This design comes from an exercise in tuning for small area, a short achievable clock period and few clock cycles per item on the open sky130 flow, not from production work.
The RTL was checked by simulation tests, not by an equivalence proof against the original design.

==> flow/design.v (excerpt) <==
module rgb_to_hsv_pixel_top (
  input  logic        clk,
  input  logic        rst,
  input  logic        pix_valid,
  output logic        pix_ready,
  input  logic [15:0] pix_red,
  input  logic [15:0] pix_green,
  input  logic [15:0] pix_blue,
  output logic        hsv_valid,
  input  logic        hsv_ready,
  output logic [18:0] hsv_hue,
  output logic [16:0] hsv_saturation,
  output logic [15:0] hsv_brightness
);
==> flow/config.mk <==
export PLATFORM = sky130hd
export DESIGN_NAME = rgb_to_hsv_pixel_top
export DESIGN_NICKNAME = rgb_to_hsv_pixel_top
export VERILOG_FILES = /design/flow/design.v
export SDC_FILE = /design/flow/constraint.sdc
export NUM_CORES = 4
export LEC_CHECK = 0
export CAP_MARGIN = 20
export CORE_MARGIN = 2
export CORE_UTILIZATION = 68
export CTS_CLUSTER_DIAMETER = 70
export CTS_CLUSTER_SIZE = 25
export PLACE_DENSITY = 0.72
export SLEW_MARGIN = 20
==> flow/constraint.sdc <==
create_clock -name core_clock -period 12.0 [get_ports {clk}]
set_input_delay 2.4000 -clock core_clock [delete_from_list [all_inputs] [get_ports {clk}]]
set_output_delay 2.4000 -clock core_clock [all_outputs]
set_load 0.01 [all_outputs]
standard.sh (not shown) runs the stock make flow with config.mk's settings and CLKGATE_MAP_FILE= SYNTH_SCRIPT=/design/flow/synth_recipe.tcl, a recipe that flattens the netlist after the stock synthesis.
==> flow/flow/run.sh <==
#!/bin/bash
# Standard synthesis and layout; the layout's timing repair aims for extra setup slack.
set -euo pipefail
bash standard.sh synth > synth.log 2>&1
bash standard.sh SETUP_SLACK_MARGIN=8.4 finish > layout.log 2>&1
Testbench counts at the start, summed over its fixed seeds: cycles 12,088, items 12,000.
Edit:
==> flow/flow/run.sh (replaced) <==
#!/bin/bash
# Standard synthesis and layout; the layout's timing repair aims for extra setup slack.
set -euo pipefail
bash standard.sh synth > synth.log 2>&1
bash standard.sh SETUP_SLACK_MARGIN=8.25 finish > layout.log 2>&1
Settings changed: CORE_UTILIZATION 68 to 60, PLACE_DENSITY 0.72 to unset.
After rerunning: Maximum frequency falls by 3.4%; clock-buffer cell count rises by 2; clock skew barely changes; routed wire length rises by 0.33%; design area falls by 0.69%; core utilization falls by 9.0 points.
Edit:
==> flow/flow/run.sh (replaced) <==
#!/bin/bash
# Standard synthesis and layout; the layout's timing repair aims for extra setup slack.
set -euo pipefail
bash standard.sh synth > synth.log 2>&1
bash standard.sh SETUP_SLACK_MARGIN=8.4 finish > layout.log 2>&1
Settings changed: PLACE_DENSITY set to 0.75.
Clock-buffer cell count decreases by 1.
Setup slack improves by 0.13 ns.
Cell area climbs by 2.2%.
Global-route usage hardly moves.
Area after synthesis stays the same.
Edit:
==> flow/flow/run.sh (replaced) <==
#!/bin/bash
# Standard synthesis and layout; the layout's timing repair aims for extra setup slack.
set -euo pipefail
bash standard.sh synth > synth.log 2>&1
bash standard.sh SETUP_SLACK_MARGIN=8.55 finish > layout.log 2>&1
Settings changed: PLACE_DENSITY 0.75 to unset.
What happened: The changed run completed with no timing, DRC or antenna violations; register-to-register slack got worse by 0.03 ns; setup slack loses 0.023 ns; die area is unchanged.
Edit:
==> flow/flow/run.sh (replaced) <==
#!/bin/bash
# Standard synthesis and layout; the layout's timing repair aims for extra setup slack.
set -euo pipefail
bash standard.sh synth > synth.log 2>&1
bash standard.sh SETUP_SLACK_MARGIN=8.4 finish > layout.log 2>&1
Settings changed: CORE_UTILIZATION 60 to 72, CTS_CLUSTER_DIAMETER 70 to 100, CTS_CLUSTER_SIZE 25 to 30, PLACE_DENSITY set to 0.82.
=>
- The new run passed the timing, DRC and antenna checks
- non-clock buffer count went down by 163
- synthesized cell count stays the same
- sequential share of layout area went up by 1.5 points
- worst setup slack gets worse by 0.090 ns
- global-route usage rises by 5.5 points
- final cell count went down by 5.0%
- critical path depth came out higher by 7
- routed wire length stays flat
- synthesized area is unchanged
- count of clock-buffer cells in the layout drops by 30


## garnet
Starting RTL as in the previous note.
clock: 12.0 ns
lec_check: 0
cap_margin: 20
core_margin: 2
core_utilization: 60
cts_cluster_diameter: 100
cts_cluster_size: 30
slew_margin: 20
==> flow/flow/run.sh <==
#!/bin/bash
# Standard synthesis and layout; the layout's timing repair aims for extra setup slack.
set -euo pipefail
bash standard.sh synth > synth.log 2>&1
bash standard.sh SETUP_SLACK_MARGIN=8.4 finish > layout.log 2>&1
The final layout from garnet, which completed every stage, passed the timing, DRC and antenna checks at the end of the flow.
Testbench counts of garnet, summed over its fixed seeds: cycles 12,088, items 12,000.
What sierra does differently from garnet at the input level:
Settings: swapping 100 for 70 in CTS_CLUSTER_DIAMETER; swapping 30 for 25 in CTS_CLUSTER_SIZE.
- Worst-path cell with the longest stage delay = edfxtp_1: garnet; worst-path cell with the longest stage delay = dfxtp_4: sierra
- Summary — highest fanout seen on the critical path, sierra relative to garnet: lower, by 5.
- [compare] base=garnet new=sierra: number of gates on the worst path with buffers counted has decreased, fmax rose by 0.83%, worst path required time saw a decrease, synthesis-to-finish area growth saw an increase.
- sierra -> garnet: number of nets with antenna violations after routing delta 0, exact match
- sierra vs garnet — wire length climbed slightly
- Going from garnet to sierra, fraction of the cycle the final worst path needs shrinks by 0.25 points.
The following lists how fjord was set up differently from sierra:
==> flow/flow/run.sh <==
#!/bin/bash
# Standard synthesis and layout; the layout's timing repair aims for extra setup slack,
# and clock tree synthesis clusters the register sinks in a single level.
set -euo pipefail
bash standard.sh synth > synth.log 2>&1
bash standard.sh SETUP_SLACK_MARGIN=8.4 \
  "CTS_ARGS=-sink_clustering_enable -repair_clock_nets -sink_clustering_size 25 -sink_clustering_max_diameter 70 -sink_clustering_levels 1" \
  finish > layout.log 2>&1
Findings:
Reported for sierra and fjord, wire length turned out identical to the last digit.
Changes observed in fjord relative to sierra: fraction of area in registers now sits at about the same level; clock insertion delay at the later pin of the skew report now sits at about the same level; global-route usage now sits at about the same level.
fjord -> sierra: total die area delta 0, exact match
In terms of ratio of routed vias to standard cells, sierra and fjord differ only marginally.
Diff sierra -> fjord: vias after detailed routing did not really move, clock-buffer cell count essentially unchanged.
fjord has completed all stages; timing, DRC and antenna checks passed.

-- static timing again, ports no longer ideal --
The flow's constraints put no driver on any port. The routed layouts listed below were extracted and timed again, unchanged, in two steps.
Step 1 (the two cells are an assumption about what drives the block):
set clk [get_ports {clk}]
set_driving_cell -lib_cell sky130_fd_sc_hd__clkbuf_16 $clk
set_driving_cell -lib_cell sky130_fd_sc_hd__buf_2 [delete_from_list [all_inputs] $clk]
Step 2 also shifts input and output timing later by t, the mid clock arrival at the registers, as if the neighbouring blocks saw the same clock.
Three values: ideal, step 1, step 2; two values: the first two.
run	t (ns)	setup slack, ns	worst hold slack (ns)	worst setup path at the end	cell pins on the clock port's net
the first run of note 1	0.748	8.379 / 8.348 / 7.663	0.396 / 0.396 / 0.396	input to register	1
the second run of note 1	0.773	8.252 / 8.220 / 7.531	0.418 / 0.418 / 0.418	input to register	1
the third run of note 1	0.783	8.378 / 8.300 / 7.650	0.418 / 0.418 / 0.418	input to register	1
the fourth run of note 1	0.774	8.355 / 8.282 / 7.839	0.413 / 0.413 / 0.413	input to register	1
the fifth run of note 1	0.776	8.265 / 8.298 / 7.547	0.403 / 0.403 / 0.403	input to register	1
garnet	0.756	8.374 / 8.328 / 7.734	0.412 / 0.412 / 0.412	input to register	1
sierra	0.774	8.404 / 8.318 / 7.729	0.405 / 0.405 / 0.405	input to register	1
fjord	0.774	8.404 / 8.318 / 7.729	0.405 / 0.405 / 0.405	input to register	1
After both steps every run listed still meets setup and hold. For the third run of note 1, which loses most, drivers alone change the setup slack by -0.078 ns; drivers and shift together by -0.728 ns.
